This design comes from an exercise in tuning for small area on the open sky130 flow, not from production work. In this exercise RTL edits were held to simulation tests only and were not proved equivalent to the original. Power is estimated from default activity; no workload was simulated.

==> job 4032: inputs <==
==> flow/design.v (excerpt) <==
module mips_register_file #(
  parameter int DATA_WIDTH = 32,
  parameter int ADDR_WIDTH = 5
) (
  input  logic                  clk,
  input  logic                  rst,
  input  logic [ADDR_WIDTH-1:0] r_a1,
  input  logic [ADDR_WIDTH-1:0] r_a2,
  input  logic [ADDR_WIDTH-1:0] w_a3,
  input  logic [DATA_WIDTH-1:0] w_d,
  input  logic                  w_e3,
  output logic [DATA_WIDTH-1:0] r_d1,
  output logic [DATA_WIDTH-1:0] r_d2
);
  localparam int DEPTH = 2 ** ADDR_WIDTH;
  logic [DATA_WIDTH-1:0] data_q [1:DEPTH-1];
  logic [DATA_WIDTH-1:0] data_d [1:DEPTH-1];
  logic [DEPTH-1:1]      valid_q;
  logic [DEPTH-1:1]      we;
  logic [DEPTH-1:1]      sel1, sel2;
  always_comb begin
    for (int i = 1; i < DEPTH; i++) begin
      we[i] = w_e3 && (w_a3 == i[ADDR_WIDTH-1:0]);
    end
  end
  always_ff @(posedge clk or posedge rst) begin
    if (rst) begin
      valid_q <= '0;
    end else begin
      valid_q <= valid_q | we;
    end
  end
  for (genvar i = 1; i < DEPTH; i++) begin : g_row
    for (genvar b = 0; b < DATA_WIDTH; b++) begin : g_bit
      mips_rf_hold u_hold (
        .ld(we[i]), .hold(~we[i]), .d(w_d[b]), .q(data_q[i][b]), .y(data_d[i][b])
      );
    end
  ...
==> module mips_rf_hold, before the edit <==
module mips_rf_hold (
  input  logic ld,
  input  logic hold,
  input  logic d,
  input  logic q,
  output logic y
);
  assign y = (ld & d) | (hold & q);
endmodule
==> module mips_rf_rdbit, before the edit <==
module mips_rf_rdbit (
  input  logic [31:1] s,
  input  logic [31:1] d,
  output logic        y
);
  logic [10:0] t_n;
  for (genvar g = 0; g < 10; g++) begin : g_aoi
    mips_rf_aoi3 u_aoi (.s(s[3*g+3:3*g+1]), .d(d[3*g+3:3*g+1]), .y_n(t_n[g]));
  end
  assign t_n[10] = ~(s[31] & d[31]);
  assign y = ~(&t_n);
endmodule
==> module mips_register_file, before the edit <==
module mips_register_file #(
  parameter int DATA_WIDTH = 32,
  parameter int ADDR_WIDTH = 5
) (
  input  logic                  clk,
  input  logic                  rst,
  input  logic [ADDR_WIDTH-1:0] r_a1,
  input  logic [ADDR_WIDTH-1:0] r_a2,
  input  logic [ADDR_WIDTH-1:0] w_a3,
  input  logic [DATA_WIDTH-1:0] w_d,
  input  logic                  w_e3,
  output logic [DATA_WIDTH-1:0] r_d1,
  output logic [DATA_WIDTH-1:0] r_d2
);
  localparam int DEPTH = 2 ** ADDR_WIDTH;
  logic [DATA_WIDTH-1:0] data_q [1:DEPTH-1];
  logic [DATA_WIDTH-1:0] data_d [1:DEPTH-1];
  logic [DEPTH-1:1]      valid_q;
  logic [DEPTH-1:1]      we;
  logic [DEPTH-1:1]      sel1, sel2;
  always_comb begin
    for (int i = 1; i < DEPTH; i++) begin
      we[i] = w_e3 && (w_a3 == i[ADDR_WIDTH-1:0]);
    end
  end
  always_ff @(posedge clk or posedge rst) begin
    if (rst) begin
      valid_q <= '0;
    end else begin
      valid_q <= valid_q | we;
    end
  end
  for (genvar i = 1; i < DEPTH; i++) begin : g_row
    for (genvar b = 0; b < DATA_WIDTH; b++) begin : g_bit
      mips_rf_hold u_hold (
        .ld(we[i]), .hold(~we[i]), .d(w_d[b]), .q(data_q[i][b]), .y(data_d[i][b])
      );
    end
    always_ff @(posedge clk) begin
      data_q[i] <= data_d[i];
    end
  end
  always_comb begin
    for (int i = 1; i < DEPTH; i++) begin
      sel1[i] = valid_q[i] && (r_a1 == i[ADDR_WIDTH-1:0]);
      sel2[i] = valid_q[i] && (r_a2 == i[ADDR_WIDTH-1:0]);
    end
  end
  for (genvar b = 0; b < DATA_WIDTH; b++) begin : g_rd
    logic [DEPTH-1:1] col;
    for (genvar i = 1; i < DEPTH; i++) begin : g_col
      assign col[i] = data_q[i][b];
    end
    mips_rf_rdbit u_rd1 (.s(sel1), .d(col), .y(r_d1[b]));
    mips_rf_rdbit u_rd2 (.s(sel2), .d(col), .y(r_d2[b]));
  end
endmodule
==> module mips_rf_aoi3, before the edit <==
module mips_rf_aoi3 (
  input  logic [2:0] s,
  input  logic [2:0] d,
  output logic       y_n
);
  assign y_n = ~(|(s & d));
endmodule
Settings: LEC_CHECK=0, CAP_MARGIN=20, CORE_MARGIN=2, CORE_UTILIZATION=40, SLEW_MARGIN=20, SYNTH_HIERARCHICAL=1; clock period 10.0 ns.
run.sh (not shown) runs the stock make flow with config.mk's settings and CLKGATE_MAP_FILE= SYNTH_SCRIPT=/design/flow/synth_recipe.tcl, a recipe that flattens the netlist after the stock synthesis.
==> inputs of job 9448, as changes to job 4032 <==
--- a/flow/design.v
+++ b/flow/design.v
@@ -7,3 +7,3 @@
 );
-  assign y = (ld & d) | (hold & q);
+  assign y = ~((ld | q) & (hold | d));
 endmodule
@@ -16,2 +16,33 @@
 endmodule
+module mips_rf_nand4 (
+  input  logic [3:0] a,
+  output logic       y_n
+);
+  assign y_n = ~(&a);
+endmodule
+module mips_rf_nand3 (
+  input  logic [2:0] a,
+  output logic       y_n
+);
+  assign y_n = ~(&a);
+endmodule
+module mips_rf_nand2 (
+  input  logic [1:0] a,
+  output logic       y_n
+);
+  assign y_n = ~(&a);
+endmodule
+module mips_rf_or3 (
+  input  logic [2:0] a,
+  output logic       y
+);
+  assign y = |a;
+endmodule
+module mips_rf_xor2 (
+  input  logic a,
+  input  logic b,
+  output logic y
+);
+  assign y = a ^ b;
+endmodule
 module mips_rf_rdbit (
@@ -19,2 +50,3 @@
   input  logic [31:1] d,
+  input  logic        inv,
   output logic        y
@@ -22,2 +54,3 @@
   logic [10:0] t_n;
+  logic [2:0] p;
   for (genvar g = 0; g < 10; g++) begin : g_aoi
@@ -25,4 +58,9 @@
   end
-  assign t_n[10] = ~(s[31] & d[31]);
-  assign y = ~(&t_n);
+  mips_rf_nand4 u_n0 (.a(t_n[3:0]), .y_n(p[0]));
+  mips_rf_nand4 u_n1 (.a(t_n[7:4]), .y_n(p[1]));
+  mips_rf_nand2 u_n10 (.a({s[31], d[31]}), .y_n(t_n[10]));
+  mips_rf_nand3 u_n2 (.a(t_n[10:8]), .y_n(p[2]));
+  logic o;
+  mips_rf_or3  u_or  (.a(p), .y(o));
+  mips_rf_xor2 u_inv (.a(o), .b(inv), .y(y));
 endmodule
@@ -45,5 +83,8 @@
   logic [DATA_WIDTH-1:0] data_d [1:DEPTH-1];
+  logic [DATA_WIDTH-1:0] w_dp;
   logic [DEPTH-1:1]      valid_q;
+  logic                  phase_q;
   logic [DEPTH-1:1]      we;
   logic [DEPTH-1:1]      sel1, sel2;
+  logic                  inv1, inv2;
   always_comb begin
@@ -56,6 +97,9 @@
       valid_q <= '0;
+      phase_q <= 1'b0;
     end else begin
       valid_q <= valid_q | we;
+      phase_q <= ~phase_q;
     end
   end
+  assign w_dp = w_d ^ {DATA_WIDTH{phase_q}};
   for (genvar i = 1; i < DEPTH; i++) begin : g_row
@@ -63,3 +107,3 @@
       mips_rf_hold u_hold (
-        .ld(we[i]), .hold(~we[i]), .d(w_d[b]), .q(data_q[i][b]), .y(data_d[i][b])
+        .ld(we[i]), .hold(~we[i]), .d(w_dp[b]), .q(data_q[i][b]), .y(data_d[i][b])
       );
@@ -76,2 +120,4 @@
   end
+  assign inv1 = phase_q && (|sel1);
+  assign inv2 = phase_q && (|sel2);
   for (genvar b = 0; b < DATA_WIDTH; b++) begin : g_rd
@@ -81,4 +127,4 @@
     end
-    mips_rf_rdbit u_rd1 (.s(sel1), .d(col), .y(r_d1[b]));
-    mips_rf_rdbit u_rd2 (.s(sel2), .d(col), .y(r_d2[b]));
+    mips_rf_rdbit u_rd1 (.s(sel1), .d(col), .inv(inv1), .y(r_d1[b]));
+    mips_rf_rdbit u_rd2 (.s(sel2), .d(col), .inv(inv2), .y(r_d2[b]));
   end
==> flow/flow/run.sh (new file) <==
#!/bin/bash
# Own layout flow: the standard ORFS flow (standard.sh, unchanged synthesis),
# with these changes to how the layout is made:
# - port buffers use the smallest buffer cell instead of a delay cell,
# - CTS uses small clock buffers in small clusters and no dummy loads.
set -euo pipefail
here=$(pwd)
export BUFFER_PORTS_ARGS="-buffer_cell sky130_fd_sc_hd__buf_1"
export CTS_ARGS="-sink_clustering_enable -repair_clock_nets -dont_use_dummy_load -buf_list {sky130_fd_sc_hd__clkbuf_4} -sink_clustering_size 8 -sink_clustering_max_diameter 30"
bash standard.sh > "$here/standard.log" 2>&1
==> flow/standard.sh (new file) <==
#!/bin/bash
# synth_recipe.tcl (not shown) runs the flow's synth.tcl, then flattens the netlist and writes it again
# the make line also repeats each setting of config.mk as NAME=value (left out here)
make -C /OpenROAD-flow-scripts/flow DESIGN_CONFIG=/design/flow/config.mk WORK_HOME=/design/flow/orfs CLKGATE_MAP_FILE= SYNTH_SCRIPT=/design/flow/synth_recipe.tcl "${@:-finish}"
--- a/flow/config.mk
+++ b/flow/config.mk
@@ -7,6 +7,6 @@
 export LEC_CHECK = 0
-export CAP_MARGIN = 20
+export CAP_MARGIN = 10
 export CORE_MARGIN = 2
-export CORE_UTILIZATION = 40
-export SLEW_MARGIN = 20
+export CORE_UTILIZATION = 45
+export SLEW_MARGIN = 10
 export SYNTH_HIERARCHICAL = 1
removed: flow/run.sh
==> inputs of job 6919, as changes to job 4032 <==
==> flow/design.v (replaced) <==
module mips_rf_hold (
  input  logic [31:0] ld,
  input  logic [31:0] hold,
  input  logic [31:0] d,
  input  logic [31:0] q,
  output logic [31:0] y
);
  assign y = ~((ld | q) & (hold | d));
endmodule
module mips_rf_aoi3 (
  input  logic [31:0] s0,
  input  logic [31:0] s1,
  input  logic [31:0] s2,
  input  logic [31:0] d0,
  input  logic [31:0] d1,
  input  logic [31:0] d2,
  output logic [31:0] y_n
);
  assign y_n = ~((s0 & d0) | (s1 & d1) | (s2 & d2));
endmodule
module mips_rf_nand2 (
  input  logic [31:0] s,
  input  logic [31:0] d,
  output logic [31:0] y_n
);
  assign y_n = ~(s & d);
endmodule
module mips_rf_nand4 (
  input  logic [31:0] a0,
  input  logic [31:0] a1,
  input  logic [31:0] a2,
  input  logic [31:0] a3,
  output logic [31:0] y_n
);
  assign y_n = ~(a0 & a1 & a2 & a3);
endmodule
module mips_rf_nand3 (
  input  logic [31:0] a0,
  input  logic [31:0] a1,
  input  logic [31:0] a2,
  output logic [31:0] y_n
);
  assign y_n = ~(a0 & a1 & a2);
endmodule
module mips_rf_or3 (
  input  logic [31:0] a0,
  input  logic [31:0] a1,
  input  logic [31:0] a2,
  output logic [31:0] y
);
  assign y = a0 | a1 | a2;
endmodule
module mips_rf_xor (
  input  logic [31:0] a,
  input  logic [31:0] inv,
  output logic [31:0] y
);
  assign y = a ^ inv;
endmodule
module mips_rf_rdport (
  input  logic [31:1]       s,
  input  logic [31:1][31:0] d,
  input  logic              inv,
  output logic [31:0]       y
);
  logic [10:0][31:0] t_n;
  logic [2:0][31:0]  p;
  logic [31:0]       o;
  for (genvar g = 0; g < 10; g++) begin : g_aoi
    mips_rf_aoi3 u_aoi (
      .s0({32{s[3*g+1]}}), .s1({32{s[3*g+2]}}), .s2({32{s[3*g+3]}}),
      .d0(d[3*g+1]), .d1(d[3*g+2]), .d2(d[3*g+3]), .y_n(t_n[g])
    );
  end
  mips_rf_nand2 u_n10 (.s({32{s[31]}}), .d(d[31]), .y_n(t_n[10]));
  mips_rf_nand4 u_n0 (.a0(t_n[0]), .a1(t_n[1]), .a2(t_n[2]), .a3(t_n[3]), .y_n(p[0]));
  mips_rf_nand4 u_n1 (.a0(t_n[4]), .a1(t_n[5]), .a2(t_n[6]), .a3(t_n[7]), .y_n(p[1]));
  mips_rf_nand3 u_n2 (.a0(t_n[8]), .a1(t_n[9]), .a2(t_n[10]), .y_n(p[2]));
  mips_rf_or3   u_or (.a0(p[0]), .a1(p[1]), .a2(p[2]), .y(o));
  mips_rf_xor   u_inv (.a(o), .inv({32{inv}}), .y(y));
endmodule
module mips_register_file #(
  parameter int DATA_WIDTH = 32,
  parameter int ADDR_WIDTH = 5
) (
  input  logic                  clk,
  input  logic                  rst,
  input  logic [ADDR_WIDTH-1:0] r_a1,
  input  logic [ADDR_WIDTH-1:0] r_a2,
  input  logic [ADDR_WIDTH-1:0] w_a3,
  input  logic [DATA_WIDTH-1:0] w_d,
  input  logic                  w_e3,
  output logic [DATA_WIDTH-1:0] r_d1,
  output logic [DATA_WIDTH-1:0] r_d2
);
  localparam int DEPTH = 2 ** ADDR_WIDTH;
  logic [DEPTH-1:1][DATA_WIDTH-1:0] data_q;
  logic [DEPTH-1:1][DATA_WIDTH-1:0] data_d;
  logic [DATA_WIDTH-1:0]            w_dp;
  logic [DEPTH-1:1]                 valid_q;
  logic                             phase_q;
  logic [DEPTH-1:1]                 we;
  logic [DEPTH-1:1]                 sel1, sel2;
  logic                             inv1, inv2;
  for (genvar i = 1; i < DEPTH; i++) begin : g_we
    assign we[i] = w_e3 && (w_a3 == i);
  end
  always_ff @(posedge clk or posedge rst) begin
    if (rst) begin
      valid_q <= '0;
      phase_q <= 1'b0;
    end else begin
      valid_q <= valid_q | we;
      phase_q <= ~phase_q;
    end
  end
  assign w_dp = w_d ^ {DATA_WIDTH{phase_q}};
  for (genvar i = 1; i < DEPTH; i++) begin : g_row
    mips_rf_hold u_hold (
      .ld({DATA_WIDTH{we[i]}}), .hold({DATA_WIDTH{~we[i]}}), .d(w_dp), .q(data_q[i]), .y(data_d[i])
    );
    always_ff @(posedge clk) begin
      data_q[i] <= data_d[i];
    end
  end
  for (genvar i = 1; i < DEPTH; i++) begin : g_sel
    assign sel1[i] = valid_q[i] && (r_a1 == i);
    assign sel2[i] = valid_q[i] && (r_a2 == i);
  end
  assign inv1 = phase_q && (|sel1);
  assign inv2 = phase_q && (|sel2);
  mips_rf_rdport u_rd1 (.s(sel1), .d(data_q), .inv(inv1), .y(r_d1));
  mips_rf_rdport u_rd2 (.s(sel2), .d(data_q), .inv(inv2), .y(r_d2));
endmodule
==> flow/flow/run.sh (new file) <==
#!/bin/bash
# Own layout flow: the standard ORFS flow (standard.sh, unchanged synthesis),
# with these changes to how the layout is made:
# - port buffers use the smallest buffer cell instead of a delay cell,
# - CTS uses small clock buffers in small clusters and no dummy loads.
set -euo pipefail
here=$(pwd)
export BUFFER_PORTS_ARGS="-buffer_cell sky130_fd_sc_hd__buf_1"
export CTS_ARGS="-sink_clustering_enable -repair_clock_nets -dont_use_dummy_load -buf_list {sky130_fd_sc_hd__clkbuf_4} -sink_clustering_size 8 -sink_clustering_max_diameter 60"
bash standard.sh > "$here/standard.log" 2>&1
==> flow/standard.sh (new file) <==
#!/bin/bash
# synth_recipe.tcl (not shown) runs the flow's synth.tcl, then flattens the netlist and writes it again
# the make line also repeats each setting of config.mk as NAME=value (left out here)
make -C /OpenROAD-flow-scripts/flow DESIGN_CONFIG=/design/flow/config.mk WORK_HOME=/design/flow/orfs CLKGATE_MAP_FILE= SYNTH_SCRIPT=/design/flow/synth_recipe.tcl "${@:-finish}"
--- a/flow/config.mk
+++ b/flow/config.mk
@@ -7,6 +7,6 @@
 export LEC_CHECK = 0
-export CAP_MARGIN = 20
+export CAP_MARGIN = 10
 export CORE_MARGIN = 2
-export CORE_UTILIZATION = 40
-export SLEW_MARGIN = 20
+export CORE_UTILIZATION = 45
+export SLEW_MARGIN = 10
 export SYNTH_HIERARCHICAL = 1
removed: flow/run.sh
==> notes <==
Job 4032 completed without violations. Job 6919 ran to the end with no violations. Job 9448 finished clean. Between job 4032 and job 9448, the lower critical path depth is in job 4032 (gap 1). In job 4032 the sequential power is smaller than in job 9448, by about 5%. Power, lowest first: job 6919, job 9448, job 4032. Global-route usage, highest first: job 9448, job 6919, job 4032. In combinational power, job 9448 and job 6919 hardly differ. Between job 4032 and job 9448, the lower flip-flop and latch count is in job 4032 (gap 1). The highest sequential share of layout area belongs to job 6919, the lowest to job 4032. Of job 4032 and job 6919, job 6919 has the higher non-clock buffer count (gap 25). Final cell count, lowest first: job 6919, job 4032, job 9448. The highest clock power belongs to job 4032, the lowest to job 6919. Synthesized cell count is the same in job 9448 and job 6919.

==> separate check: timing with driven ports <==
No port has a modelled driver above. Below, the same layouts with a new extraction and two added sets of constraints. Step 1: set_driving_cell puts a clkbuf_16 on clk and a buf_2 on each other input, an assumption about the parent block. Step 2 also shifts input and output timing later by t, the mid clock arrival at the registers, as if the neighbouring blocks saw the same clock. Slacks: ideal / step 1 / step 2; pairs: ideal / step 1.
run | t (ns) | setup slack, ns | clock arrival spread, ns
job 4032 | 0.768 | 1.813 / 1.625 / 1.625 | 0.033 / 0.033
job 9448 | 1.127 | 2.288 / 2.255 / 2.255 | 0.131 / 0.131
job 6919 | 1.091 | 1.818 / 1.786 / 1.786 | 0.110 / 0.111
After both steps setup and hold are still met in every run listed. The setup slack of job 4032, which loses most, moves by -0.188 ns with the drivers and by -0.188 ns with both steps.
